What follows belongs to an exercise in optimizing a design on an open flow for small area, a short achievable clock period and few clock cycles per item; a production flow would make more cautious choices. Where RTL was checked, it was by simulation tests only, not by an equivalence proof against the original. Only the layout flow was run in run 3; the RTL was not checked for function there.

===== config.mk =====
export PLATFORM = sky130hd
export DESIGN_NAME = keyframe_tangent_unit
export DESIGN_NICKNAME = keyframe_tangent_unit
export VERILOG_FILES = /design/flow/design.v
export SDC_FILE = /design/flow/constraint.sdc
export NUM_CORES = 4
export LEC_CHECK = 0
export CAP_MARGIN = 20
export CORE_MARGIN = 2
export CORE_UTILIZATION = 40
export PLACE_DENSITY = 0.6
export SLEW_MARGIN = 20

===== constraint.sdc =====
create_clock -name core_clock -period 11.0 [get_ports {clock}]
set_input_delay 2.2000 -clock core_clock [delete_from_list [all_inputs] [get_ports {clock}]]
set_output_delay 2.2000 -clock core_clock [all_outputs]
set_load 0.01 [all_outputs]

===== design.v =====
`timescale 1ns / 1ps
`default_nettype none
package kft_pkg;
   localparam logic [1:0] MODE_SMOOTH = 2'd0;
   localparam logic [1:0] MODE_LINEAR = 2'd1;
   localparam logic [1:0] MODE_CONST  = 2'd2;
   localparam logic [31:0] TAN_INF = 32'h7FFF_FFFF;
endpackage
`default_nettype wire
`timescale 1ns / 1ps
`default_nettype none
module kft_absdiff
(
   input  wire logic [31:0] f,
   input  wire logic [31:0] s,
   output logic [31:0]      mag,
   output logic             neg,
   output logic             zero
);
   logic [32:0] x, y, p, g, gp, pp, c0, c1, sum0, sum1;
   always_comb begin
      x = {f[31], f};
      y = ~{s[31], s};
      p = x ^ y;
      g = x & y;
      gp = g;
      pp = p;
      for (int l = 0; l < 6; l++) begin
         for (int i = 0; i < 33; i++) begin
            if (((i >> l) & 1) == 1) begin
               gp[i] = gp[i] | (pp[i] & gp[((i >> l) << l) - 1]);
               pp[i] = pp[i] & pp[((i >> l) << l) - 1];
            end
         end
      end
      c0 = {gp[31:0], 1'b0};
      c1 = {gp[31:0] | pp[31:0], 1'b1};
      sum0 = p ^ c0;
      sum1 = p ^ c1;
      neg = sum1[32];
      mag = neg ? ~sum0[31:0] : sum1[31:0];
      zero = pp[32];
   end
endmodule
`default_nettype wire
`timescale 1ns / 1ps
`default_nettype none
module kft_divstep4
(
   input  wire logic [31:0] rem,
   input  wire logic [31:0] quo,
   input  wire logic [31:0] den,
   input  wire logic [33:0] den3,
   output logic             can_skip,
   output logic             can_skipb,
   output logic [1:0]       digit,
   output logic [31:0]      rem_step,
   output logic [31:0]      quo_step,
   output logic [31:0]      rem_skip,
   output logic [31:0]      quo_skip,
   output logic [31:0]      rem_skipb,
   output logic [31:0]      quo_skipb
);
   logic [31:0] lead;    
   logic [31:0] mask, maskb;
   logic [33:0] t;
   logic [34:0] d1, d2, d3;
   logic        ge1, ge2, ge3;
   kft_add #(.W(35)) u_s1 (.a({1'b0, rem, quo[31:30]}), .b(~{3'b000, den}), .cin(1'b1), .sum(d1));
   kft_add #(.W(35)) u_s2 (.a({1'b0, rem, quo[31:30]}), .b(~{2'b00, den, 1'b0}), .cin(1'b1), .sum(d2));
   kft_add #(.W(35)) u_s3 (.a({1'b0, rem, quo[31:30]}), .b(~{1'b0, den3}), .cin(1'b1), .sum(d3));
   always_comb begin
      lead[31] = den[31];
      for (int j = 30; j >= 0; j--) begin
         lead[j] = lead[j + 1] | den[j];
      end
      for (int i = 0; i < 32; i++) begin
         mask[i] = (i + 5 <= 31) ? ~lead[(i + 5 <= 31) ? i + 5 : 31] : 1'b1;
      end
      can_skip = lead[4] && ~|(rem & mask);
      for (int i = 0; i < 32; i++) begin
         maskb[i] = (i + 15 <= 31) ? ~lead[(i + 15 <= 31) ? i + 15 : 31] : 1'b1;
      end
      can_skipb = lead[14] && ~|(rem & maskb);
      t = {rem, quo[31:30]};
      ge1 = ~d1[34];
      ge2 = ~d2[34];
      ge3 = ~d3[34];
      if (ge3) begin
         digit = 2'd3;
         rem_step = d3[31:0];
      end else if (ge2) begin
         digit = 2'd2;
         rem_step = d2[31:0];
      end else if (ge1) begin
         digit = 2'd1;
         rem_step = d1[31:0];
      end else begin
         digit = 2'd0;
         rem_step = t[31:0];
      end
      quo_step = {quo[29:0], digit};
      rem_skip = {rem[27:0], quo[31:28]};
      quo_skip = {quo[27:0], 4'd0};
      rem_skipb = {rem[17:0], quo[31:18]};
      quo_skipb = {quo[17:0], 14'd0};
   end
endmodule
`default_nettype wire
`timescale 1ns / 1ps
`default_nettype none
module kft_add
#(
   parameter int W = 35
)
(
   input  wire logic [W-1:0] a,
   input  wire logic [W-1:0] b,
   input  wire logic         cin,
   output logic [W-1:0]      sum
);
   logic [W-1:0] p, g, gp, pp;
   always_comb begin
      p = a ^ b;
      g = a & b;
      gp = g;
      pp = p;
      gp[0] = g[0] | (p[0] & cin);
      for (int l = 0; l < $clog2(W); l++) begin
         for (int i = 0; i < W; i++) begin
            if (((i >> l) & 1) == 1) begin
               gp[i] = gp[i] | (pp[i] & gp[((i >> l) << l) - 1]);
               pp[i] = pp[i] & pp[((i >> l) << l) - 1];
            end
         end
      end
      sum = p ^ {gp[W-2:0], cin};
   end
endmodule
`default_nettype wire
`timescale 1ns / 1ps
`default_nettype none
module keyframe_tangent_unit
#(
   parameter int FRAC_BITS = 16
)
(
   input  wire logic        clock,
   input  wire logic        reset,
   input  wire logic        csr_wen,
   input  wire logic [1:0]  csr_wdata,    
   input  wire logic        req_tvalid,
   output logic             req_tready,
   input  wire logic [63:0] req_tdata,    
   input  wire logic        req_tlast,
   output logic             rsp_tvalid,
   input  wire logic        rsp_tready,
   output logic [63:0]      rsp_tdata,    
   output logic [9:0]       rsp_tuser,    
   output logic             rsp_tlast
);
   typedef enum logic [2:0] {S_PLAN, S_TIN, S_M2, S_M3, S_M4, S_DIV} state_type;
   typedef enum logic [1:0] {K_TIN, K_LIN, K_SM, K_RAT} kind_type;
   localparam logic [1:0] SEL_NK = 2'd0, SEL_KP = 2'd1, SEL_NP = 2'd2;
   logic [1:0]  mode_ff;
   logic [31:0] pt_ff, pv_ff, kt_ff, kv_ff, nt_ff, nv_ff;
   logic        hasp_ff, hask_ff, hasn_ff;
   logic        klin_ff, kconst_ff, nlin_ff, nconst_ff;    
   logic        klast_ff, nlast_ff;
   logic        sx1_ff, sy1_ff, zx1_ff, zy1_ff;    
   state_type   state_ff;
   kind_type    kind_ff;
   logic [1:0]  xsel_ff, ysel_ff;
   logic [31:0] rem_ff, den_ff;
   logic [5:0]  cnt_ff;
   logic        neg_ff, first_ff, ovf_ff, dz_ff, tin0_ff;
   logic        sok_ff, al4_ff, zsm_ff;
   logic        psok_ff, pok_ff;                   
   logic        hiseg_ff;                          
   logic [31:0] odhi_ff, odlo_ff;
   logic        ov_ff, olast_ff;
   localparam int QD = 4;
   logic [2:0]  fcnt_ff;
   logic [2:0]  fq_ff [QD];                       
   logic [1:0]  omode_ff;
   logic [31:0] xf, xs, yf, ys, xmag, ymag;
   logic        xneg, xzero, yneg, yzero;
   logic        can_skip, can_skipb, do_skipb;
   logic [1:0]  digit;
   logic [31:0] rem_step, quo_step, rem_skip, quo_skip, rem_skipb, quo_skipb;
   logic [33:0] den3_ff;
   logic        den3ok_ff;
   kft_absdiff u_x (.f(xf), .s(xs), .mag(xmag), .neg(xneg), .zero(xzero));
   kft_absdiff u_y (.f(yf), .s(ys), .mag(ymag), .neg(yneg), .zero(yzero));
   kft_divstep4 u_div (
      .rem(rem_ff), .quo(odlo_ff), .den(den_ff), .den3(den3_ff), .can_skip(can_skip),
      .can_skipb(can_skipb), .rem_skipb(rem_skipb), .quo_skipb(quo_skipb),
      .digit(digit),
      .rem_step(rem_step), .quo_step(quo_step), .rem_skip(rem_skip), .quo_skip(quo_skip)
   );
   logic        hasn_eff, ready, wr_ok, is_lin, is_const, need_tin, smooth_full, smooth_ok;
   logic        first_move, plan_go, plan_tin, plan_lin, plan_sm, plan_simple;
   logic        zero_res, adv, adv_r;
   logic        space, od_idle, od_idle_r, plan_base, m3_go, m4_go, push, pop;
   logic        div_pend, ahead_ff, sm_fast;
   logic [2:0]  fq_in;
   localparam logic [1:0] R_ZERO = 2'd0, R_CONST = 2'd1, R_LINT = 2'd2, R_LIN0 = 2'd3;
   logic        do_skip, ovf_now, div_last, rc1, rc2, dysmall;
   logic [31:0] aq_ff;                            
   logic        fin;
   logic        den_load, stall;
   logic [33:0] den3;
   kft_add #(.W(34)) u_den3 (.a({2'b00, den_ff}), .b({1'b0, den_ff, 1'b0}), .cin(1'b0), .sum(den3));
   logic [31:0] tq, tin;
   always_comb begin
      hasn_eff = hasn_ff && !klast_ff;
      ready = hask_ff && (hasn_eff || klast_ff);
      wr_ok = !ov_ff || rsp_tready;
      space = (fcnt_ff != 3'(QD)) || (!ov_ff && !div_pend);
      od_idle = (fcnt_ff == 3'd0) && wr_ok;
      od_idle_r = (fcnt_ff == 3'd0) && !ov_ff;
      is_lin = hasn_eff ? nlin_ff : klin_ff;
      is_const = hasn_eff ? nconst_ff : kconst_ff;
      need_tin = is_lin && hasp_ff && !hiseg_ff;
      smooth_full = !is_lin && !is_const && hasp_ff && hasn_eff && !(pok_ff && !psok_ff);
      first_move = !hask_ff && hasn_ff;
      div_pend = (state_ff == S_DIV) &&
                 ((kind_ff == K_LIN) || (kind_ff == K_SM));
      plan_base = ((state_ff == S_PLAN) || div_pend) && ready;
      plan_tin = (state_ff == S_PLAN) && plan_base && need_tin && od_idle;
      plan_lin = (state_ff == S_PLAN) && plan_base && !need_tin && is_lin && hasn_eff && od_idle;
      plan_sm = (state_ff == S_PLAN) && plan_base && !need_tin && smooth_full && space;
      plan_simple = plan_base && !need_tin && !(is_lin && hasn_eff) && !smooth_full && space;
      plan_go = plan_lin || plan_sm || plan_simple;
      zero_res = ((state_ff == S_M2) && !sok_ff) || ((state_ff == S_M3) && dz_ff) ||
                 ((state_ff == S_M4) && zsm_ff);
      m3_go = (state_ff == S_M3) && !dz_ff && od_idle;
      m4_go = (state_ff == S_M4) && !zsm_ff && od_idle;
      adv = plan_simple || plan_lin || zero_res || m4_go;
      adv_r = ((state_ff == S_PLAN) && ready && !need_tin && !smooth_full &&
               ((is_lin && hasn_eff) ? od_idle_r : space)) ||
              zero_res || ((state_ff == S_M4) && !zsm_ff && od_idle_r);
      push = plan_simple || zero_res;
      if (plan_simple && is_const) begin
         fq_in = {!hasn_eff, R_CONST};
      end else if (plan_simple && is_lin) begin
         fq_in = {!hasn_eff, hasp_ff ? R_LINT : R_LIN0};
      end else begin
         fq_in = {plan_simple && !hasn_eff, R_ZERO};
      end
      pop = (fcnt_ff != 3'd0) && wr_ok && !div_pend;
      sm_fast = fin && div_pend && ready && smooth_full && pok_ff && psok_ff && space;
      xf = (xsel_ff == SEL_KP) ? kt_ff : nt_ff;
      xs = (xsel_ff == SEL_NK) ? kt_ff : pt_ff;
      yf = (ysel_ff == SEL_KP) ? kv_ff : nv_ff;
      ys = (ysel_ff == SEL_NK) ? kv_ff : pv_ff;
      smooth_ok = !zx1_ff && !zy1_ff && !xzero && !yzero && ((sx1_ff ^ sy1_ff) == (xneg ^ yneg));
      do_skipb = can_skipb && (cnt_ff >= 6'd16);
      do_skip = do_skipb || (can_skip && (cnt_ff >= 6'd6));
      stall = !do_skip && !den3ok_ff;
      ovf_now = first_ff && digit[1] && !do_skip && !stall;
      div_last = ovf_ff || (!do_skip && !stall && (cnt_ff == 6'd2));
      if (dz_ff) begin
         tq = 32'd0;
      end else if (ovf_ff) begin
         tq = neg_ff ? 32'h8000_0000 : kft_pkg::TAN_INF;
      end else if (neg_ff) begin
         tq = (digit == 2'd0) ? {aq_ff[29:0], 2'b00} : {~odlo_ff[29:0], 2'd0 - digit};
      end else begin
         tq = {odlo_ff[29:0], digit};
      end
      tin = tin0_ff ? 32'd0 : odhi_ff;
      fin = (state_ff == S_DIV) && div_last && (kind_ff != K_RAT);
      dysmall = (den_ff[31:2] == 30'd0) && (den_ff[1:0] != 2'b11);
      rc1 = (digit == 2'd3);
      rc2 = (digit == 2'd0);
      den_load = plan_lin || (state_ff == S_TIN) || ((state_ff == S_M2) && sok_ff) || m4_go;
   end
   function automatic logic [63:0] align(input logic [31:0] mag, input logic x4,
                                         input logic ratio);
      if (ratio) begin
         align = {mag, 32'd0};
      end else if (x4) begin
         align = {14'd0, mag, 18'd0};
      end else begin
         align = {16'd0, mag, 16'd0};
      end
   endfunction
   always_ff @(posedge clock) begin
      if (csr_wen) begin
         mode_ff <= csr_wdata;
      end
      if (ov_ff && rsp_tready) begin
         ov_ff <= 1'b0;
      end
      xsel_ff <= SEL_NK;
      ysel_ff <= SEL_NK;
      den3_ff <= den3;
      den3ok_ff <= !den_load;
      psok_ff <= smooth_ok;
      pok_ff <= (state_ff == S_DIV) && hask_ff && hasp_ff && hasn_eff &&
                !adv;
      if (push && div_pend) begin
         ahead_ff <= 1'b1;
      end
      if (plan_go && hasn_eff) begin
         sx1_ff <= xneg;  sy1_ff <= yneg;
         zx1_ff <= xzero; zy1_ff <= yzero;
      end
      if (push) begin
         hiseg_ff <= 1'b0;
      end
      if (pop) begin
         ov_ff <= 1'b1;
         olast_ff <= fq_ff[0][2];
         unique case (fq_ff[0][1:0])
            R_CONST: begin
               omode_ff <= kft_pkg::MODE_CONST;
               odhi_ff <= kft_pkg::TAN_INF;
               odlo_ff <= kft_pkg::TAN_INF;
            end
            R_LINT: begin
               omode_ff <= kft_pkg::MODE_LINEAR;
               odhi_ff <= 32'd0;
               odlo_ff <= odhi_ff;
            end
            R_LIN0: begin
               omode_ff <= kft_pkg::MODE_LINEAR;
               odhi_ff <= 32'd0;
               odlo_ff <= 32'd0;
            end
            default: begin
               omode_ff <= kft_pkg::MODE_SMOOTH;
               odhi_ff <= 32'd0;
               odlo_ff <= 32'd0;
            end
         endcase
      end
      for (int i = 0; i < QD; i++) begin
         if (pop) begin
            if (i + 1 < QD) fq_ff[i] <= fq_ff[(i + 1 < QD) ? i + 1 : i];
            if (push && (3'(i) + 3'd1 == fcnt_ff)) fq_ff[i] <= fq_in;
         end else if (push && (3'(i) == fcnt_ff)) begin
            fq_ff[i] <= fq_in;
         end
      end
      if (push && !pop) begin
         fcnt_ff <= fcnt_ff + 3'd1;
      end else if (pop && !push) begin
         fcnt_ff <= fcnt_ff - 3'd1;
      end
      if (first_move) begin
         kt_ff <= nt_ff;  kv_ff <= nv_ff;
         klin_ff <= nlin_ff;  kconst_ff <= nconst_ff;  klast_ff <= nlast_ff;
         hask_ff <= 1'b1;  hasp_ff <= 1'b0;  hasn_ff <= 1'b0;
      end
      if (adv) begin
         if (klast_ff) begin
            hasp_ff <= 1'b0;
            if (hasn_ff) begin
               kt_ff <= nt_ff;  kv_ff <= nv_ff;
               klin_ff <= nlin_ff;  kconst_ff <= nconst_ff;  klast_ff <= nlast_ff;
               hasn_ff <= 1'b0;
            end else begin
               hask_ff <= 1'b0;
            end
         end else begin
            pt_ff <= kt_ff;  pv_ff <= kv_ff;
            kt_ff <= nt_ff;  kv_ff <= nv_ff;
            klin_ff <= nlin_ff;  kconst_ff <= nconst_ff;  klast_ff <= nlast_ff;
            hasp_ff <= 1'b1;  hasn_ff <= 1'b0;
         end
      end
      unique case (state_ff)
         S_PLAN: begin
            if (plan_tin) begin
               state_ff <= S_TIN;
               xsel_ff <= SEL_KP;
               ysel_ff <= SEL_KP;
            end else if (plan_lin) begin
               {rem_ff, odlo_ff} <= align(ymag, 1'b0, 1'b0);
               den_ff <= xmag;
               dz_ff <= xzero;
               neg_ff <= xneg ^ yneg;
               cnt_ff <= 6'd32;
               first_ff <= 1'b1;
               ovf_ff <= 1'b0;
               tin0_ff <= !hasp_ff;
               kind_ff <= K_LIN;
               ahead_ff <= 1'b0;
               state_ff <= S_DIV;
            end else if (plan_sm) begin
               sok_ff <= smooth_ok;
               state_ff <= S_M2;
               xsel_ff <= SEL_NP;
               ysel_ff <= SEL_NP;
            end
         end
         S_TIN: begin
            {rem_ff, odlo_ff} <= align(ymag, 1'b0, 1'b0);
            den_ff <= xmag;
            dz_ff <= xzero;
            neg_ff <= xneg ^ yneg;
            cnt_ff <= 6'd32;
            first_ff <= 1'b1;
               ovf_ff <= 1'b0;
            kind_ff <= K_TIN;
            state_ff <= S_DIV;
         end
         S_M2: begin
            if (!sok_ff) begin
               state_ff <= S_PLAN;
            end else begin
               den_ff <= ymag;
               dz_ff <= xzero || yzero;
               state_ff <= S_M3;
               ysel_ff <= SEL_KP;
            end
         end
         S_M3: begin
            if (dz_ff) begin
               state_ff <= S_PLAN;
            end else if (m3_go) begin
               {rem_ff, odlo_ff} <= align(ymag, 1'b0, 1'b1);
               dz_ff <= 1'b0;
               cnt_ff <= 6'd2;
               first_ff <= 1'b1;
               ovf_ff <= 1'b0;
               kind_ff <= K_RAT;
               state_ff <= S_DIV;
            end else begin
               ysel_ff <= SEL_KP;
            end
         end
         S_M4: begin
            if (m4_go) begin
               {rem_ff, odlo_ff} <= align(ymag, al4_ff, 1'b0);
               den_ff <= xmag;
               dz_ff <= 1'b0;
               neg_ff <= xneg ^ yneg;
               cnt_ff <= 6'd32;
               first_ff <= 1'b1;
               ovf_ff <= 1'b0;
               kind_ff <= K_SM;
               ahead_ff <= 1'b0;
               state_ff <= S_DIV;
            end else if (zsm_ff) begin
               state_ff <= S_PLAN;
            end else begin
               xsel_ff <= xsel_ff;
               ysel_ff <= ysel_ff;
            end
         end
         S_DIV: begin
            if (ovf_now) begin
               ovf_ff <= 1'b1;
            end
            if (do_skipb) begin
               aq_ff <= {aq_ff[17:0], 14'd0};
            end else if (do_skip) begin
               aq_ff <= {aq_ff[27:0], 4'd0};
            end else if (digit == 2'd0) begin
               aq_ff <= {aq_ff[29:0], 2'b00};
            end else begin
               aq_ff <= {~odlo_ff[29:0], 2'd0 - digit};
            end
            if (do_skipb) begin
               first_ff <= 1'b0;
               rem_ff <= rem_skipb;
               odlo_ff <= quo_skipb;
               cnt_ff <= cnt_ff - 6'd14;
            end else if (do_skip) begin
               first_ff <= 1'b0;
               rem_ff <= rem_skip;
               odlo_ff <= quo_skip;
               cnt_ff <= cnt_ff - 6'd4;
            end else if (!stall) begin
               first_ff <= 1'b0;
               rem_ff <= rem_step;
               odlo_ff <= quo_step;
               cnt_ff <= cnt_ff - 6'd2;
            end
            if (div_last && (kind_ff == K_RAT)) begin
               zsm_ff <= rc2 && dysmall;
               al4_ff <= !(rc1 && dysmall) && (rc1 || rc2);
               xsel_ff <= SEL_NP;
               ysel_ff <= rc1 ? (dysmall ? SEL_NP : SEL_NK) : (rc2 ? SEL_KP : SEL_NP);
               state_ff <= S_M4;
            end
         end
         default: state_ff <= S_PLAN;
      endcase
      if (fin) begin
         state_ff <= S_PLAN;
         unique case (kind_ff)
            K_TIN: begin
               odhi_ff <= tq;
               hiseg_ff <= 1'b1;
            end
            K_LIN: begin
               ov_ff <= 1'b1;
               omode_ff <= kft_pkg::MODE_LINEAR;
               olast_ff <= 1'b0;
               odhi_ff <= tq;
               odlo_ff <= tin;
               hiseg_ff <= !(ahead_ff || push);
            end
            default: begin
               ov_ff <= 1'b1;
               omode_ff <= kft_pkg::MODE_SMOOTH;
               olast_ff <= 1'b0;
               odhi_ff <= tq;
               odlo_ff <= tq;
               hiseg_ff <= 1'b0;
            end
         endcase
      end
      if (sm_fast) begin
         sx1_ff <= xneg;  sy1_ff <= yneg;
         zx1_ff <= xzero; zy1_ff <= yzero;
         sok_ff <= 1'b1;
         state_ff <= S_M2;
         xsel_ff <= SEL_NP;
         ysel_ff <= SEL_NP;
      end
      if (req_tvalid && req_tready) begin
         nt_ff <= req_tdata[31:0];
         nv_ff <= req_tdata[63:32];
         nlin_ff <= (mode_ff == kft_pkg::MODE_LINEAR);
         nconst_ff <= (mode_ff == kft_pkg::MODE_CONST);
         nlast_ff <= req_tlast;
         hasn_ff <= 1'b1;
      end
      if (reset) begin
         mode_ff <= kft_pkg::MODE_SMOOTH;
         hasp_ff <= 1'b0;
         hask_ff <= 1'b0;
         hasn_ff <= 1'b0;
         ov_ff <= 1'b0;
         fcnt_ff <= 3'd0;
         hiseg_ff <= 1'b0;
         state_ff <= S_PLAN;
         xsel_ff <= SEL_NK;
         ysel_ff <= SEL_NK;
      end
   end
   always_comb begin
      req_tready = !hasn_ff || adv_r || first_move;
      rsp_tvalid = ov_ff;
      rsp_tdata = {odhi_ff, odlo_ff};
      rsp_tlast = olast_ff;
      unique case (omode_ff)
         kft_pkg::MODE_LINEAR: rsp_tuser = {4'd2, 4'd2, 1'b1, 1'b0};
         kft_pkg::MODE_CONST:  rsp_tuser = {4'd3, 4'd3, 1'b1, 1'b1};
         default:              rsp_tuser = {4'd4, 4'd4, 1'b1, 1'b0};
      endcase
   end
endmodule
`default_nettype wire

===== flow/run.sh =====
#!/bin/bash
# Standard layout, with repair_timing aiming below the design's period.
set -o pipefail
export SETUP_SLACK_MARGIN=6.3
export BUFFER_PORTS_ARGS="-buffer_cell sky130_fd_sc_hd__buf_2"
bash standard.sh > standard.log 2>&1

===== standard.sh =====
#!/bin/bash
# synth_recipe.tcl (not shown) runs the flow's synth.tcl, then flattens the netlist and writes it again
# the make line also repeats each setting of config.mk as NAME=value (left out here)
make -C /OpenROAD-flow-scripts/flow DESIGN_CONFIG=/design/flow/config.mk WORK_HOME=/design/flow/orfs CLKGATE_MAP_FILE= SYNTH_SCRIPT=/design/flow/synth_recipe.tcl "${@:-finish}"

==> results of run 1 <==
## through the flow
step,utilization (%),cells,instance area (sq um),setup slack (ns)
3_3_place_gp,42.6,4464,34300,5.18
6_report,47.0,4665,37800,6.33
3_5_place_dp,42.6,4464,34300,5.08
2_1_floorplan,-,3388,32600,5.80
4_1_cts,45.9,4611,37000,6.25
5_1_grt,47.0,4663,37800,6.26
## synth_stat cells (10+ instances only)
master / number / share of area (%)
o21ai_0: 253 / 3.9
a221oi_1: 36 / 0.97
nand4_1: 18 / 0.35
a31oi_1: 24 / 0.46
buf_1: 10 / 0.12
dfxtp_1: 102 / 6.3
buf_2: 28 / 0.43
o21bai_1: 31 / 0.71
xnor2_1: 109 / 2.9
o221ai_1: 53 / 1.4
o21ai_1: 10 / 0.15
a211oi_1: 43 / 0.99
or3_1: 13 / 0.25
nand2b_1: 26 / 0.50
nand2_1: 230 / 2.7
ha_1: 233 / 9.0
clkbuf_1: 125 / 1.4
or4_1: 12 / 0.28
nor4_1: 17 / 0.33
a21oi_1: 315 / 4.8
nand3_1: 36 / 0.55
mux2i_1: 163 / 5.0
nor3_1: 43 / 0.66
inv_1: 150 / 1.7
a22oi_1: 11 / 0.25
buf_4: 11 / 0.25
edfxtp_1: 343 / 32
and2_1: 20 / 0.38
o22ai_1: 31 / 0.60
and3_1: 20 / 0.38
a21o_1: 75 / 1.7
o21a_1: 39 / 0.90
nor3b_1: 32 / 0.74
a211o_1: 13 / 0.35
nor2_1: 226 / 2.6
nor2b_1: 89 / 1.7
o31ai_1: 14 / 0.32
mux2_2: 86 / 3.0
fa_1: 28 / 1.7
o211ai_1: 38 / 0.88
a221o_1: 15 / 0.46
xor2_1: 68 / 1.8
## worst register-to-register path, stage by stage, from the launching register on
cell and delay (ns):
dfxtp_2 0.37, nor2b_4 0.23, buf_12 0.19, mux2_2 0.39, ha_1 0.36, nor2b_1 0.16
o31a_1 0.34, o211a_1 0.27, and4bb_2 0.35, o311ai_4 0.12, and2_4 0.21, buf_12 0.14
o21ai_1 0.78, nor2_1 0.08, a21oi_1 0.42
## per-layer routing
layer / global-route usage (%) / wire length, um
met1: 37.1 / 49100
met2: 41.5 / 51500
met3: 6.28 / 12000
met4: 9.32 / 4810
met5: 0 / 11
## area by class of cell
| type | instances | area, sq um | area share, % |
|---|---|---|---|
| diodes | 2 | 5.00 | 0.0132 |
| clock buffers | 66 | 1430 | 3.77 |
| clock inverters | 29 | 248 | 0.655 |
| inverters | 154 | 608 | 1.61 |
| multi-input cells | 2610 | 19700 | 52.1 |
| flip-flops and latches | 445 | 12400 | 32.7 |
| well taps | 1060 | 1330 | 3.51 |
| repair buffers | 298 | 2130 | 5.63 |
| repair inverters | 1 | 8.76 | 0.0232 |
## cell families after synthesis
group,after synthesis
multiplexers,249
adder cells (fa/ha/maj),261
other,2
AO/OA/AOI/OAI,1092
flip-flops,445
AND/OR/NAND/NOR,825
XOR/XNOR,178
buffers and inverters,335
## path summary, 6_finish.rpt
kind | start | endpoint | slack, ns | depth (start not counted)
min | register | pt_ff[4] | 0.45 | 0
min reg2reg | register | pt_ff[4] | 0.45 | 0
max | ysel_ff[0] | den_ff[4] | 6.33 | 14
max reg2reg | ysel_ff[0] | den_ff[4] | 6.33 | 14
## what timing repair did
action | in CTS | in global routing
gates resized for setup | 101 | 82
setup buffers | 50 | 47
setup endpoints to repair | 240 | 240
pin swaps | 11 | 23
cloned | 2 | 5
==> key figures, run 1 <==
Cells and area
  – Filler cells: 7497
  – Final #Nets: 3895
  – Most frequent cells in the layout: 343 x edfxtp_1, 308 x a21oi_1, 244 x o21ai_0
  – Layout area overhead: 16.1%
  – Layout cell share with drive strength beyond 1: 18.4%
  – Most common cell after layout, fill and taps aside: edfxtp_1

Yosys
  – Yosys reg bits: 445
  – YS warnings: 6
  – Most used DFF post-synth: edfxtp_1
  – Post-synthesis async set-or-reset flop share: 0%
  – Post-synthesis cell count: about 3400
  – Mapped Area: 0.0326 sq mm
  – Post-synthesis simple-gate area fraction: around an eighth
  – EDFF count, synth: 343
  – Cell variety after synth: 107
  – Largest family of logic cells by synthesized area: compound AO/OA/AOI/OAI gates
  – Mux cell area share after synthesis: 7.98%
  – Compound-gate portion of the synthesized area: 21.8%
  – Syn avg cell area: 9.62 sq um
  – Sequential area share after synthesis: 37.9%
  – Adder-Cell Fraction of Synth Area: between 10% and 20%
  – Post-Synth XOR/XNOR Area: 4.81%

Floorplanning
  – Top Ports: about 150
  – Die area: 0.0837 sq mm
  – Die H: 289 um
  – Die Width: 289 um
  – Core ar.: 0.0805 sq mm
  – Num rows: approximately 100
  – Starting Density: around 40%

Clock network
  – Root Driver: clkbuf_16
  – CTS tree: done
  – CTS H-tree lvls: 2
  – Clk sinks: roughly 450
  – Max clock buf depth: 3
  – Inserted Clock Buffers: 52
  – Clock latency at the later pin of the worst-skew pair: 0.63 ns
  – Clock slew at reported path FFs: 0.07 ns
  – CTS Hold Bufs: 0

Timing
  – Final Skew: 0.0267 ns
  – Slew headroom: 22.1%
  – Tmin final: 4.67 ns
  – Pins Over Slew Limit: 0
  – Setup_tns: 0 ns
  – Max frequency: 214 MHz
  – Final Hold Viols: 0
  – Tcrit/Tclk final: 42.4%
  – Unrepaired setup endpoints after global routing: true
  – Final setup violation count: 0
  – Hold Slack: 0.455 ns
  – Worst slew pin tran: 1.17 ns

Setup path
  – Most frequent CP cell: buf_12
  – Crit path launch type: register
  – Setup crit end kind: register
  – Max incr delay on CP: about 0.8 ns
  – Crit path kind: register to register
  – Crit path arrival time: 5.02 ns
  – Worst path bufs/invs: 2
  – Crit path max fanout: 16
  – Crit path max-delay family: compound AO/OA/AOI/OAI gates
  – Critical-path top delay cell: o21ai_1
  – Worst EP required: 11.36 ns
  – Worst-path cell chain: nor2b_4 > buf_12 > mux2_2 > ha_1 > nor2b_1 > o31a_1 > o211a_1 > and4bb_2 > o311ai_4 > and2_4 > buf_12 > o21ai_1 > nor2_1 > a21oi_1

Place
  – Placer Congestion: 1.01
  – HPWL Detailed: 83.7 mm
  – Port Buffers: 145

Drt
  – Post-route ant nets: 0
  – TritonRoute pass-1 iters: 6
  – Residual DRC: 0
  – Routed WL: between 100 and 150 mm
  – Drt via density: 6.09
  – Initial DRC count: 3048
  – WL/cell: 25.2 um
  – Vias after detailed routing: about 28000

Min path
  – Hold crit path type: register to register

Global routing
  – Antenna violations before repair: 3
  – GRT Overall Usage: 27.0%
  – Vias in the first global route: 26800
  – Largest net degree at the start of global routing: 68
  – Gr ovfl total: 0
  – First-pass GRT wire length: 171 mm

Outcome
  – Status: finished clean

Run
  – Total of max-cap violations: 0
Testbench counts, summed over its fixed seeds: cycles 45,596, items 8,035.
==> inputs of run 2 (changes only) <==
--- a/design.v
+++ b/design.v
@@ -159,7 +159,7 @@
    output logic [9:0]       rsp_tuser,    
    output logic             rsp_tlast
 );
-   typedef enum logic [2:0] {S_PLAN, S_TIN, S_M2, S_M3, S_M4, S_DIV} state_type;
+   typedef enum logic [2:0] {S_PLAN, S_TIN, S_M2, S_M3, S_M4, S_DIV, S_OUT} state_type;
    typedef enum logic [1:0] {K_TIN, K_LIN, K_SM, K_RAT} kind_type;
    localparam logic [1:0] SEL_NK = 2'd0, SEL_KP = 2'd1, SEL_NP = 2'd2;
    logic [1:0]  mode_ff;
@@ -171,7 +171,7 @@
    state_type   state_ff;
    kind_type    kind_ff;
    logic [1:0]  xsel_ff, ysel_ff;
-   logic [31:0] rem_ff, den_ff;
+   logic [31:0] rem_ff, den_ff, q_ff;               
    logic [5:0]  cnt_ff;
    logic        neg_ff, first_ff, ovf_ff, dz_ff, tin0_ff;
    logic        sok_ff, al4_ff, zsm_ff;
@@ -180,7 +180,7 @@
    logic [31:0] odhi_ff, odlo_ff;
    logic        ov_ff, olast_ff;
    localparam int QD = 4;
-   logic [2:0]  fcnt_ff;
+   logic [2:0]  fcnt_ff, early_ff;                 
    logic [2:0]  fq_ff [QD];                       
    logic [1:0]  omode_ff;
    logic [31:0] xf, xs, yf, ys, xmag, ymag;
@@ -193,7 +193,7 @@
    kft_absdiff u_x (.f(xf), .s(xs), .mag(xmag), .neg(xneg), .zero(xzero));
    kft_absdiff u_y (.f(yf), .s(ys), .mag(ymag), .neg(yneg), .zero(yzero));
    kft_divstep4 u_div (
-      .rem(rem_ff), .quo(odlo_ff), .den(den_ff), .den3(den3_ff), .can_skip(can_skip),
+      .rem(rem_ff), .quo(q_ff), .den(den_ff), .den3(den3_ff), .can_skip(can_skip),
       .can_skipb(can_skipb), .rem_skipb(rem_skipb), .quo_skipb(quo_skipb),
       .digit(digit),
       .rem_step(rem_step), .quo_step(quo_step), .rem_skip(rem_skip), .quo_skip(quo_skip)
@@ -201,7 +201,7 @@
    logic        hasn_eff, ready, wr_ok, is_lin, is_const, need_tin, smooth_full, smooth_ok;
    logic        first_move, plan_go, plan_tin, plan_lin, plan_sm, plan_simple;
    logic        zero_res, adv, adv_r;
-   logic        space, od_idle, od_idle_r, plan_base, m3_go, m4_go, push, pop;
+   logic        space, pop_ok, can_write, plan_base, m3_go, m4_go, push, pop;
    logic        div_pend, ahead_ff, sm_fast;
    logic [2:0]  fq_in;
    localparam logic [1:0] R_ZERO = 2'd0, R_CONST = 2'd1, R_LINT = 2'd2, R_LIN0 = 2'd3;
@@ -216,30 +216,30 @@
       hasn_eff = hasn_ff && !klast_ff;
       ready = hask_ff && (hasn_eff || klast_ff);
       wr_ok = !ov_ff || rsp_tready;
-      space = (fcnt_ff != 3'(QD)) || (!ov_ff && !div_pend);
-      od_idle = (fcnt_ff == 3'd0) && wr_ok;
-      od_idle_r = (fcnt_ff == 3'd0) && !ov_ff;
+      pop_ok = !div_pend || (early_ff != 3'd0);
+      space = (fcnt_ff != 3'(QD)) || (!ov_ff && pop_ok);
+      can_write = wr_ok && (div_pend ? (early_ff == 3'd0) : (fcnt_ff == 3'd0));
       is_lin = hasn_eff ? nlin_ff : klin_ff;
       is_const = hasn_eff ? nconst_ff : kconst_ff;
       need_tin = is_lin && hasp_ff && !hiseg_ff;
       smooth_full = !is_lin && !is_const && hasp_ff && hasn_eff && !(pok_ff && !psok_ff);
       first_move = !hask_ff && hasn_ff;
-      div_pend = (state_ff == S_DIV) &&
+      div_pend = ((state_ff == S_DIV) || (state_ff == S_OUT)) &&
                  ((kind_ff == K_LIN) || (kind_ff == K_SM));
       plan_base = ((state_ff == S_PLAN) || div_pend) && ready;
-      plan_tin = (state_ff == S_PLAN) && plan_base && need_tin && od_idle;
-      plan_lin = (state_ff == S_PLAN) && plan_base && !need_tin && is_lin && hasn_eff && od_idle;
+      plan_tin = (state_ff == S_PLAN) && plan_base && need_tin;
+      plan_lin = (state_ff == S_PLAN) && plan_base && !need_tin && is_lin && hasn_eff;
       plan_sm = (state_ff == S_PLAN) && plan_base && !need_tin && smooth_full && space;
       plan_simple = plan_base && !need_tin && !(is_lin && hasn_eff) && !smooth_full && space;
       plan_go = plan_lin || plan_sm || plan_simple;
       zero_res = ((state_ff == S_M2) && !sok_ff) || ((state_ff == S_M3) && dz_ff) ||
                  ((state_ff == S_M4) && zsm_ff);
-      m3_go = (state_ff == S_M3) && !dz_ff && od_idle;
-      m4_go = (state_ff == S_M4) && !zsm_ff && od_idle;
+      m3_go = (state_ff == S_M3) && !dz_ff;
+      m4_go = (state_ff == S_M4) && !zsm_ff;
       adv = plan_simple || plan_lin || zero_res || m4_go;
       adv_r = ((state_ff == S_PLAN) && ready && !need_tin && !smooth_full &&
-               ((is_lin && hasn_eff) ? od_idle_r : space)) ||
-              zero_res || ((state_ff == S_M4) && !zsm_ff && od_idle_r);
+               ((is_lin && hasn_eff) || (fcnt_ff != 3'(QD)) || (!ov_ff && pop_ok))) ||
+              zero_res || ((state_ff == S_M4) && !zsm_ff);
       push = plan_simple || zero_res;
       if (plan_simple && is_const) begin
          fq_in = {!hasn_eff, R_CONST};
@@ -248,7 +248,7 @@
       end else begin
          fq_in = {plan_simple && !hasn_eff, R_ZERO};
       end
-      pop = (fcnt_ff != 3'd0) && wr_ok && !div_pend;
+      pop = (fcnt_ff != 3'd0) && wr_ok && pop_ok;
       sm_fast = fin && div_pend && ready && smooth_full && pok_ff && psok_ff && space;
       xf = (xsel_ff == SEL_KP) ? kt_ff : nt_ff;
       xs = (xsel_ff == SEL_NK) ? kt_ff : pt_ff;
@@ -264,13 +264,16 @@
          tq = 32'd0;
       end else if (ovf_ff) begin
          tq = neg_ff ? 32'h8000_0000 : kft_pkg::TAN_INF;
+      end else if (state_ff == S_OUT) begin
+         tq = neg_ff ? aq_ff : q_ff;
       end else if (neg_ff) begin
-         tq = (digit == 2'd0) ? {aq_ff[29:0], 2'b00} : {~odlo_ff[29:0], 2'd0 - digit};
+         tq = (digit == 2'd0) ? {aq_ff[29:0], 2'b00} : {~q_ff[29:0], 2'd0 - digit};
       end else begin
-         tq = {odlo_ff[29:0], digit};
+         tq = {q_ff[29:0], digit};
       end
       tin = tin0_ff ? 32'd0 : odhi_ff;
-      fin = (state_ff == S_DIV) && div_last && (kind_ff != K_RAT);
+      fin = (((state_ff == S_DIV) && div_last && (kind_ff != K_RAT)) ||
+             (state_ff == S_OUT)) && can_write;
       dysmall = (den_ff[31:2] == 30'd0) && (den_ff[1:0] != 2'b11);
       rc1 = (digit == 2'd3);
       rc2 = (digit == 2'd0);
@@ -298,7 +301,7 @@
       den3_ff <= den3;
       den3ok_ff <= !den_load;
       psok_ff <= smooth_ok;
-      pok_ff <= (state_ff == S_DIV) && hask_ff && hasp_ff && hasn_eff &&
+      pok_ff <= ((state_ff == S_DIV) || (state_ff == S_OUT)) && hask_ff && hasp_ff && hasn_eff &&
                 !adv;
       if (push && div_pend) begin
          ahead_ff <= 1'b1;
@@ -307,6 +310,11 @@
          sx1_ff <= xneg;  sy1_ff <= yneg;
          zx1_ff <= xzero; zy1_ff <= yzero;
       end
+      if (plan_lin || (state_ff == S_TIN) || m4_go) begin
+         early_ff <= fcnt_ff - 3'(pop);
+      end else if (pop && (early_ff != 3'd0)) begin
+         early_ff <= early_ff - 3'd1;
+      end
       if (push) begin
          hiseg_ff <= 1'b0;
       end
@@ -378,7 +386,7 @@
                xsel_ff <= SEL_KP;
                ysel_ff <= SEL_KP;
             end else if (plan_lin) begin
-               {rem_ff, odlo_ff} <= align(ymag, 1'b0, 1'b0);
+               {rem_ff, q_ff} <= align(ymag, 1'b0, 1'b0);
                den_ff <= xmag;
                dz_ff <= xzero;
                neg_ff <= xneg ^ yneg;
@@ -397,7 +405,7 @@
             end
          end
          S_TIN: begin
-            {rem_ff, odlo_ff} <= align(ymag, 1'b0, 1'b0);
+            {rem_ff, q_ff} <= align(ymag, 1'b0, 1'b0);
             den_ff <= xmag;
             dz_ff <= xzero;
             neg_ff <= xneg ^ yneg;
@@ -421,7 +429,7 @@
             if (dz_ff) begin
                state_ff <= S_PLAN;
             end else if (m3_go) begin
-               {rem_ff, odlo_ff} <= align(ymag, 1'b0, 1'b1);
+               {rem_ff, q_ff} <= align(ymag, 1'b0, 1'b1);
                dz_ff <= 1'b0;
                cnt_ff <= 6'd2;
                first_ff <= 1'b1;
@@ -434,7 +442,7 @@
          end
          S_M4: begin
             if (m4_go) begin
-               {rem_ff, odlo_ff} <= align(ymag, al4_ff, 1'b0);
+               {rem_ff, q_ff} <= align(ymag, al4_ff, 1'b0);
                den_ff <= xmag;
                dz_ff <= 1'b0;
                neg_ff <= xneg ^ yneg;
@@ -462,24 +470,27 @@
             end else if (digit == 2'd0) begin
                aq_ff <= {aq_ff[29:0], 2'b00};
             end else begin
-               aq_ff <= {~odlo_ff[29:0], 2'd0 - digit};
+               aq_ff <= {~q_ff[29:0], 2'd0 - digit};
             end
             if (do_skipb) begin
                first_ff <= 1'b0;
                rem_ff <= rem_skipb;
-               odlo_ff <= quo_skipb;
+               q_ff <= quo_skipb;
                cnt_ff <= cnt_ff - 6'd14;
             end else if (do_skip) begin
                first_ff <= 1'b0;
                rem_ff <= rem_skip;
-               odlo_ff <= quo_skip;
+               q_ff <= quo_skip;
                cnt_ff <= cnt_ff - 6'd4;
             end else if (!stall) begin
                first_ff <= 1'b0;
                rem_ff <= rem_step;
-               odlo_ff <= quo_step;
+               q_ff <= quo_step;
                cnt_ff <= cnt_ff - 6'd2;
             end
+            if (div_last && (kind_ff != K_RAT) && !can_write) begin
+               state_ff <= S_OUT;
+            end
             if (div_last && (kind_ff == K_RAT)) begin
                zsm_ff <= rc2 && dysmall;
                al4_ff <= !(rc1 && dysmall) && (rc1 || rc2);
@@ -488,6 +499,7 @@
                state_ff <= S_M4;
             end
          end
+         S_OUT: ;    
          default: state_ff <= S_PLAN;
       endcase
       if (fin) begin
==> key figures, run 2 <==
Floorplanning
  – Num rows: 106 (was 104)
  – Top Ports: 149 (unchanged)
  – Die Width: 295 um (was 289 um)
  – Core ar.: 0.0837 sq mm (was 0.0805 sq mm)
  – Starting Density: 40.4% (about the same)
  – Die H: 295 um (was 289 um)
  – Die area: 0.0869 sq mm (was 0.0837 sq mm)

Min path
  – Hold crit path type: register to register (unchanged)
  – Worst Hold End: olast_ff (was pt_ff[4])
  – Hold_sp: olast_ff
  – Worst hold path depth: 2 (was 0)

Clock network
  – Clock slew at reported path FFs: 0.06 ns (was 0.07 ns)
  – Max clock buf depth: 3 (unchanged)
  – Root Driver: clkbuf_16 (unchanged)
  – CTS Hold Bufs: 0 (unchanged)
  – Clock latency at the later pin of the worst-skew pair: 0.63 ns (about the same)
  – Clk sinks: 482 (was 445)
  – CTS tree: done (unchanged)
  – CTS H-tree lvls: 2 (unchanged)
  – Inserted Clock Buffers: 57 (was 52)

Cells and area
  – Register area: 0.0135 sq mm (was 0.0124 sq mm)
  – Most common cell after layout, fill and taps aside: edfxtp_1 (unchanged)
  – Final cell count without fillers: 4681 (was 4665)
  – Multi-input gate area: 0.0196 sq mm (was 0.0197 sq mm)
  – Finished Core Util: 46.3% (was 47.0%)
  – Layout area overhead: 14.6% (was 16.1%)
  – Filler cells: 7904 (was 7497)
  – Most frequent cells in the layout: 380 x edfxtp_1, 259 x a21oi_1, 231 x nor2_1, 231 x nand2_1, 231 x ha_1 (was 343 x edfxtp_1, 308 x a21oi_1, 244 x o21ai_0)
  – Final #Nets: 3838 (was 3895)
  – Layout cell share with drive strength beyond 1: 15.9% (was 18.4%)

Setup path
  – Capturing point of the worst reg2reg path: q_ff[31] (was den_ff[4])
  – Worst R2R Path Depth: 15 (was 14)
  – Crit path kind: register to register (unchanged)
  – Crit path max fanout: 16 (unchanged)
  – Crit path launch type: register (unchanged)
  – Worst R2R Start: ysel_ff[0] (unchanged)
  – Worst EP required: 11.36 ns (about the same)
  – Worst reg2reg setup slack: 6.42 ns (was 6.33 ns)
  – Crit path arrival time: 4.94 ns (was 5.02 ns)
  – Setup crit end kind: register (unchanged)

Run
  – Total of max-cap violations: 0 (unchanged)

Timing
  – Final Hold Viols: 0 (unchanged)
  – Tmin final: 4.58 ns (was 4.67 ns)
  – Pins Over Slew Limit: 0 (unchanged)
  – Setup_tns: 0 ns (unchanged)
  – Slew headroom: 27.7% (was 22.1%)
  – Tcrit/Tclk final: 41.6% (was 42.4%)
  – Final setup violation count: 0 (unchanged)
  – Unrepaired setup endpoints after global routing: false (was true)
  – Hold Slack: 0.463 ns (was 0.455 ns)
  – Worst slew pin tran: 1.08 ns (was 1.17 ns)
  – Max frequency: 218 MHz (was 214 MHz)
  – Final Skew: 0.0336 ns (was 0.0267 ns)

Drt
  – WL/cell: 23.6 um (was 25.2 um)
  – Drt via density: 5.95 (was 6.09)
  – Initial DRC count: 2531 (was 3048)
  – Post-route ant nets: 0 (unchanged)
  – TritonRoute pass-1 iters: 6 (unchanged)
  – Residual DRC: 0 (unchanged)
  – Vias after detailed routing: 27900 (was 28400)
  – Routed WL: 110 mm (was 117 mm)

Yosys
  – Syn avg cell area: 10.0 sq um (was 9.62 sq um)
  – YS warnings: 6 (unchanged)
  – Post-synth top area cell: edfxtp_1 (unchanged)
  – Cell variety after synth: 99 (was 107)
  – Yosys reg bits: 482 (was 445)
  – Most used DFF post-synth: edfxtp_1 (unchanged)
  – Post-synthesis cell count: 3373 (was 3387)
  – Mapped Area: 0.0338 sq mm (was 0.0326 sq mm)
  – Most common cell in the synthesized netlist: edfxtp_1 (unchanged)
  – Post-synthesis async set-or-reset flop share: 0% (unchanged)
  – Main area contributors after synthesis: edfxtp_1 34%, ha_1 8.8%, dfxtp_1 6.0% (was edfxtp_1 32%, ha_1 9.0%, dfxtp_1 6.3%)
  – Sequential area share after synthesis: 39.8% (was 37.9%)
  – EDFF count, synth: 380 (was 343)
  – Top-area cell type share of the netlist area: 33.7% (was 31.6%)
  – Synth top cells by count: 380 x edfxtp_1, 266 x a21oi_1, 239 x nor2_1, 238 x ha_1, 233 x nand2_1 (was 343 x edfxtp_1, 315 x a21oi_1, 253 x o21ai_0, 233 x ha_1, 230 x nand2_1)

Place
  – Port Buffers: 145 (unchanged)
  – HPWL Detailed: 78.8 mm (was 83.7 mm)
  – Placer Congestion: 1.06 (was 1.01)
  – Placed cells: 4525 (was 4464)

Outcome
  – Status: finished clean (unchanged)

Global routing
  – GRT Overall Usage: 24.5% (was 27.0%)
  – Vias in the first global route: 26100 (was 26800)
  – Gr ovfl total: 0 (unchanged)
  – First-pass GRT wire length: 163 mm (was 171 mm)
  – Largest net degree at the start of global routing: 67 (was 68)
  – Antenna violations before repair: 2 (was 3)
-- run 2: cell count changes after synthesis, sizes merged, moves of 13 or more --
cell | previous run | this run
clkbuf | 126 | 113
a221oi | 38 | 12
xnor2 | 110 | 97
edfxtp | 343 | 380
and3 | 21 | 36
mux2i | 163 | 205
mux4 | 0 | 28
a21oi | 316 | 269
o21ai | 264 | 224
nor3 | 45 | 58
-- run 2: logic make-up (layout without fill, tap and decap cells) --
kind of cell    count (synthesis)  count (layout)  share of synthesized area (%)
other cells                     2               4                         0.0222
flops                         482             482                           39.8
compound gates                944             945                           18.2
xor+xnor                      158             158                           4.15
simple gates                  884             884                           12.9
fa+ha+maj                     266             266                           10.5
buf+inv                       329             500                           4.04
mux                           308             308                           10.4
-- run 2: worst max-delay path: stages, from the launching register on --
cell and delay [ns]:
dfxtp_2 0.35, nor2b_4 0.18, buf_4 0.18, clkbuf_16 0.20, mux2_2 0.35, ha_1 0.35, a21o_1 0.19, a21oi_1 0.19
o21ai_2 0.13, a211o_1 0.35, a31oi_1 0.36, o21ai_0 0.18, a211oi_1 0.43, xor2_2 0.28, buf_4 0.24, a221o_1 0.36
-- run 2: metrics by stage --
stage	instance area, sq um	worst slack, ns
6_report	38700	6.42
5_1_grt	38700	6.28
4_1_cts	38200	6.31
3_5_place_dp	35600	4.97
3_3_place_gp	35600	5.11
2_1_floorplan	33800	6.54
-- run 2: layer usage --
metal	vias up	wire (um)	track usage, %
li1	12900	-	-
met1	13500	46800	33.4
met2	1284	49400	39.2
met4	2	4960	9.22
met5	-	16	0
met3	264	9100	4.00
-- run 2: area by class of cell --
class	instances	share of cell area (%)
inverters	159	1.59
flip-flops and latches	482	34.8
clock buffers	77	4.11
well taps	1134	3.66
multi-input cells	2564	50.7
repair buffers	236	4.24
diodes	1	0.00646
clock inverters	28	0.943
-- run 2: what timing repair did --
item	in CTS	in global routing
resized for setup	83	45
setup endpoints to repair	220	175
pin swaps	5	17
buffers inserted	15	29
cloned	1	4
-- run 2: worst max path at each step --
stage | from | to | slack (ns) | depth (start not counted)
floorplan | ysel_ff[1] | rem_ff[6] | 6.54 | 18
global placement | rem_ff[0] | odlo_ff[31] | 5.11 | 15
detailed placement | rem_ff[0] | odhi_ff[19] | 4.97 | 14
CTS | state_ff[0] | req_tready | 6.31 | 8
global route | rem_ff[11] | odhi_ff[22] | 6.28 | 15
finish | ysel_ff[0] | q_ff[31] | 6.42 | 15
Testbench counts of run 2, summed over its fixed seeds: cycles 44,517, items 8,035.
==> inputs of run 3 (changes only) <==
--- a/design.v
+++ b/design.v
@@ -202,7 +202,7 @@
    logic        first_move, plan_go, plan_tin, plan_lin, plan_sm, plan_simple;
    logic        zero_res, adv, adv_r;
    logic        space, pop_ok, can_write, plan_base, m3_go, m4_go, push, pop;
-   logic        div_pend, ahead_ff, sm_fast;
+   logic        div_pend, ahead_ff, sm_fast, lin_fast;
    logic [2:0]  fq_in;
    localparam logic [1:0] R_ZERO = 2'd0, R_CONST = 2'd1, R_LINT = 2'd2, R_LIN0 = 2'd3;
    logic        do_skip, ovf_now, div_last, rc1, rc2, dysmall;
@@ -231,12 +231,12 @@
       plan_lin = (state_ff == S_PLAN) && plan_base && !need_tin && is_lin && hasn_eff;
       plan_sm = (state_ff == S_PLAN) && plan_base && !need_tin && smooth_full && space;
       plan_simple = plan_base && !need_tin && !(is_lin && hasn_eff) && !smooth_full && space;
-      plan_go = plan_lin || plan_sm || plan_simple;
+      plan_go = plan_lin || plan_sm || plan_simple || lin_fast;
       zero_res = ((state_ff == S_M2) && !sok_ff) || ((state_ff == S_M3) && dz_ff) ||
                  ((state_ff == S_M4) && zsm_ff);
       m3_go = (state_ff == S_M3) && !dz_ff;
       m4_go = (state_ff == S_M4) && !zsm_ff;
-      adv = plan_simple || plan_lin || zero_res || m4_go;
+      adv = plan_simple || plan_lin || zero_res || m4_go || lin_fast;
       adv_r = ((state_ff == S_PLAN) && ready && !need_tin && !smooth_full &&
                ((is_lin && hasn_eff) || (fcnt_ff != 3'(QD)) || (!ov_ff && pop_ok))) ||
               zero_res || ((state_ff == S_M4) && !zsm_ff);
@@ -250,6 +250,8 @@
       end
       pop = (fcnt_ff != 3'd0) && wr_ok && pop_ok;
       sm_fast = fin && div_pend && ready && smooth_full && pok_ff && psok_ff && space;
+      lin_fast = fin && div_pend && ready && is_lin && hasn_eff &&
+                 (!hasp_ff || ((kind_ff == K_LIN) && !ahead_ff));
       xf = (xsel_ff == SEL_KP) ? kt_ff : nt_ff;
       xs = (xsel_ff == SEL_NK) ? kt_ff : pt_ff;
       yf = (ysel_ff == SEL_KP) ? kv_ff : nv_ff;
@@ -277,7 +279,8 @@
       dysmall = (den_ff[31:2] == 30'd0) && (den_ff[1:0] != 2'b11);
       rc1 = (digit == 2'd3);
       rc2 = (digit == 2'd0);
-      den_load = plan_lin || (state_ff == S_TIN) || ((state_ff == S_M2) && sok_ff) || m4_go;
+      den_load = plan_lin || lin_fast || (state_ff == S_TIN) || ((state_ff == S_M2) && sok_ff) ||
+                 m4_go;
    end
    function automatic logic [63:0] align(input logic [31:0] mag, input logic x4,
                                          input logic ratio);
@@ -310,7 +313,7 @@
          sx1_ff <= xneg;  sy1_ff <= yneg;
          zx1_ff <= xzero; zy1_ff <= yzero;
       end
-      if (plan_lin || (state_ff == S_TIN) || m4_go) begin
+      if (plan_lin || lin_fast || (state_ff == S_TIN) || m4_go) begin
          early_ff <= fcnt_ff - 3'(pop);
       end else if (pop && (early_ff != 3'd0)) begin
          early_ff <= early_ff - 3'd1;
@@ -527,6 +530,19 @@
             end
          endcase
       end
+      if (lin_fast) begin
+         {rem_ff, q_ff} <= align(ymag, 1'b0, 1'b0);
+         den_ff <= xmag;
+         dz_ff <= xzero;
+         neg_ff <= xneg ^ yneg;
+         cnt_ff <= 6'd32;
+         first_ff <= 1'b1;
+         ovf_ff <= 1'b0;
+         tin0_ff <= !hasp_ff;
+         kind_ff <= K_LIN;
+         ahead_ff <= 1'b0;
+         state_ff <= S_DIV;
+      end
       if (sm_fast) begin
          sx1_ff <= xneg;  sy1_ff <= yneg;
          zx1_ff <= xzero; zy1_ff <= yzero;
==> key figures, run 3 <==
Yosys
  – YS warnings: 6 (unchanged)
  – Cell variety after synth: 93 (was 99)
  – Main area contributors after synthesis: edfxtp_1 30%, ha_1 8.8%, dfxtp_1 8.5% (was edfxtp_1 34%, ha_1 8.8%, dfxtp_1 6.0%)
  – Synth top cells by count: 339 x edfxtp_1, 314 x a21oi_1, 299 x nor2_1, 268 x nand2_1, 238 x ha_1 (was 380 x edfxtp_1, 266 x a21oi_1, 239 x nor2_1, 238 x ha_1, 233 x nand2_1)
  – Post-synthesis cell count: 3561 (was 3373)
  – Most used DFF post-synth: edfxtp_1 (unchanged)
  – Post-synthesis async set-or-reset flop share: 0% (unchanged)
  – Syn avg cell area: 9.47 sq um (was 10.0 sq um)
  – Most common cell in the synthesized netlist: edfxtp_1 (unchanged)
  – EDFF count, synth: 339 (was 380)
  – Top-area cell type share of the netlist area: 30.2% (was 33.7%)
  – Post-synth top area cell: edfxtp_1 (unchanged)
  – Mapped Area: 0.0337 sq mm (was 0.0338 sq mm)
  – Sequential area share after synthesis: 38.7% (was 39.8%)
  – Yosys reg bits: 482 (unchanged)

Timing
  – Final Skew: 0.0182 ns (was 0.0336 ns)
  – Final Hold Viols: 0 (unchanged)
  – Max frequency: 211 MHz (was 218 MHz)
  – Pins Over Slew Limit: 0 (unchanged)
  – Worst slew pin tran: 1.12 ns (was 1.08 ns)
  – Unrepaired setup endpoints after global routing: true (was false)
  – Setup ws final: 6.25 ns (was 6.42 ns)
  – Tmin final: 4.75 ns (was 4.58 ns)
  – Final setup violation count: 0 (unchanged)
  – Setup_tns: 0 ns (unchanged)
  – Slew headroom: 25.6% (was 27.7%)
  – Tcrit/Tclk final: 43.1% (was 41.6%)

Drt
  – Residual DRC: 0 (unchanged)
  – Post-route ant nets: 0 (unchanged)
  – Drt via density: 5.97 (was 5.95)
  – Initial DRC count: 3230 (was 2531)
  – Routed WL: 113 mm (was 110 mm)
  – WL/cell: 23.2 um (was 23.6 um)
  – TritonRoute pass-1 iters: 6 (unchanged)
  – Vias after detailed routing: 29000 (was 27900)

Run
  – Total of max-cap violations: 0 (unchanged)

Clock network
  – Clk sinks: 482 (unchanged)
  – Clock latency at the later pin of the worst-skew pair: 0.63 ns (about the same)
  – Inserted Clock Buffers: 57 (unchanged)
  – CTS H-tree lvls: 2 (unchanged)
  – Root Driver: clkbuf_16 (unchanged)
  – CTS tree: done (unchanged)
  – Max clock buf depth: 3 (unchanged)
  – CTS Hold Bufs: 0 (unchanged)
  – Clock slew at reported path FFs: 0.06 ns (about the same)

Global routing
  – Antenna violations before repair: 1 (was 2)
  – M3 GR Usage: 5.25% (was 4.00%)
  – Vias in the first global route: 27000 (was 26100)
  – Gr ovfl total: 0 (unchanged)
  – GRT Overall Usage: 25.2% (was 24.5%)
  – Global routing met2 resource utilization: 38.9% (was 39.2%)
  – Busiest grt layer: met2 (unchanged)
  – First-pass GRT wire length: 169 mm (was 163 mm)
  – Grt met1 use: 34.8% (was 33.4%)
  – Largest net degree at the start of global routing: 91 (was 67)

Min path
  – Hold crit path type: register to register (unchanged)

Floorplanning
  – Core ar.: 0.0836 sq mm (was 0.0837 sq mm)
  – Starting Density: 40.4% (about the same)
  – Die H: 294 um (was 295 um)
  – Num rows: 106 (unchanged)
  – Top Ports: 149 (unchanged)
  – Die Width: 294 um (was 295 um)
  – Die area: 0.0867 sq mm (was 0.0869 sq mm)

Setup path
  – Setup crit end kind: output pin (was register)
  – Crit path kind: register to output pin (was register to register)
  – Crit path arrival time: 2.55 ns (was 4.94 ns)
  – Crit path max-delay family: simple AND/OR/NAND/NOR gates (was compound AO/OA/AOI/OAI gates)
  – Worst-path cell chain: inv_1 > ha_4 > nand2_2 > nor3b_4 > o21ba_4 > a211oi_2 > or4_4 > buf_6 (was nor2b_4 > buf_4 > clkbuf_16 > mux2_2 > ha_1 > a21o_1 > a21oi_1 > o21ai_2 > a211o_1 > a31oi_1 > o21ai_0 > a211oi_1 > xor2_2 > buf_4 > a221o_1)
  – Critical-path top delay cell: or4_4 (was a211oi_1)
  – Worst EP required: 8.80 ns (was 11.36 ns)
  – Crit path launch type: register (unchanged)
  – Worst path bufs/invs: 2 (was 3)
  – Max incr delay on CP: 0.53 ns (was 0.43 ns)
  – Crit path max fanout: 4 (was 16)

Place
  – DP Area: 0.0355 sq mm (was 0.0356 sq mm)
  – Port Buffers: 145 (unchanged)
  – DP Worst Slack: 4.84 ns (was 4.97 ns)
  – Placer Congestion: 1.00 (was 1.06)
  – HPWL Detailed: 79.4 mm (was 78.8 mm)
  – Placed cells: 4641 (was 4525)

Cells and area
  – Final cell count without fillers: 4866 (was 4681)
  – Layout area overhead: 16.6% (was 14.6%)
  – Filler cells: 7808 (was 7904)
  – Most common cell after layout, fill and taps aside: edfxtp_1 (unchanged)
  – Final instance area: 0.0393 sq mm (was 0.0387 sq mm)
  – Most frequent cells in the layout: 339 x edfxtp_1, 308 x a21oi_1, 283 x nor2_1 (was 380 x edfxtp_1, 259 x a21oi_1, 231 x nor2_1, 231 x nand2_1, 231 x ha_1)
  – Layout cell share with drive strength beyond 1: 17.5% (was 15.9%)
  – Final #Nets: 4074 (was 3838)

Outcome
  – Status: finished clean (unchanged)
run 3: changes by cell type after synthesis, moves of 20 or more:
cell,change
o21ai_0,+22
mux2i_1,-32
a211oi_1,+20
dfxtp_1,+41
and2_1,+55
nor2_1,+60
a21oi_1,+48
nor2b_1,-67
edfxtp_1,-41
nand3_1,+23
nand2_1,+35
clkbuf_1,+34
run 3: worst register-to-register path: cells and delay by family, from the launching register on:
kind                       cells  cell delay [ns]
AOI/OAI and AO/OA              5             2.29
adders and majority gates      1             0.35
buffers and inverters          3             0.83
DFF                            1             0.56
and+or+nand+nor                2             0.39
run 3: stage by stage:
| stage | hold slack, ns | utilization [%] |
|---|---|---|
| finish | 0.457 | 47.0 |
| detailed placement | 0.443 | 42.5 |
| floorplan | 0.410 | - |
| CTS | 0.457 | 45.9 |
| global placement | 0.432 | 42.5 |
| global route | 0.469 | 47.0 |
run 3: final timing paths:
kind / startpoint / end / slack (ns) / cells past startpoint
worst max-delay path: kind_ff[0] / req_tready / 6.25 / 8
worst min-delay path: olast_ff / olast_ff / 0.46 / 2
worst max register to register: den_ff[31] / q_ff[19] / 6.27 / 11
worst min register to register: olast_ff / olast_ff / 0.46 / 2
run 3: per-layer routing:
metal  share of wire [%]  up-vias
met1                  43    13900
met5                   0        -
met2                  44     1305
met3                 8.8      237
li1                    -    13500
met4                 4.0        0
run 3: logic make-up (layout without fill, tap and decap cells):
logic type | after synthesis | in the layout | synth area share, %
and+or+nand+nor | 1002 | 1003 | 14.3
muxes | 260 | 260 | 8.64
xor gates and xnor gates | 156 | 156 | 4.09
DFF | 482 | 482 | 38.7
buffers and inverters | 357 | 578 | 4.16
other | 2 | 4 | 0.0223
AOI/OAI and AO/OA | 1036 | 1037 | 19.6
adders and majority gates | 266 | 266 | 10.5
run 3: layout make-up:
cell class	count	area [sq um]	share of cell area [%]
Multi-Input combinational cell	2725	20100	51.2
Clock buffer	84	1630	4.14
Inverter	162	614	1.56
Clock inverter	24	275	0.700
Sequential cell	482	13100	33.2
Timing Repair Buffer	308	2250	5.74
Tap cell	1080	1350	3.44
Antenna cell	1	2.50	0.00637
run 3: repair_timing:
item	CTS	global route
buffers inserted	37	72
pin swaps	17	23
cloned	5	2
resized for setup	111	88
setup endpoints to repair	279	236

[re-timing with driven ports]
No port has a modelled driver above. Below, the same layouts with a new extraction and two added sets of constraints. Step 1 sets driving cells, clkbuf_16 on the clock port and buf_2 on the other inputs (assumed; they add their load-dependent delay and slew). Step 2 times the ports against the registers' clock, not the clock port: input delays grow and output delays shrink by t, the midpoint of the rising clock arrivals with the driver on. a / b / c = ideal ports / drivers / drivers and shift; a / b = the first two.
run	t (ns)	setup WS [ns]	worst setup path after step 2	clock arrival spread, ns
run 1	0.683	6.334 / 6.305 / 5.908	input to register	0.027 / 0.027
run 2	0.685	6.421 / 6.379 / 6.106	input to register	0.033 / 0.034
run 3	0.693	6.254 / 6.184 / 6.262	input to register	0.018 / 0.018
After both steps every run listed still meets setup and hold. For run 1, which loses most, drivers alone change the setup slack by -0.029 ns; drivers and shift together by -0.426 ns.
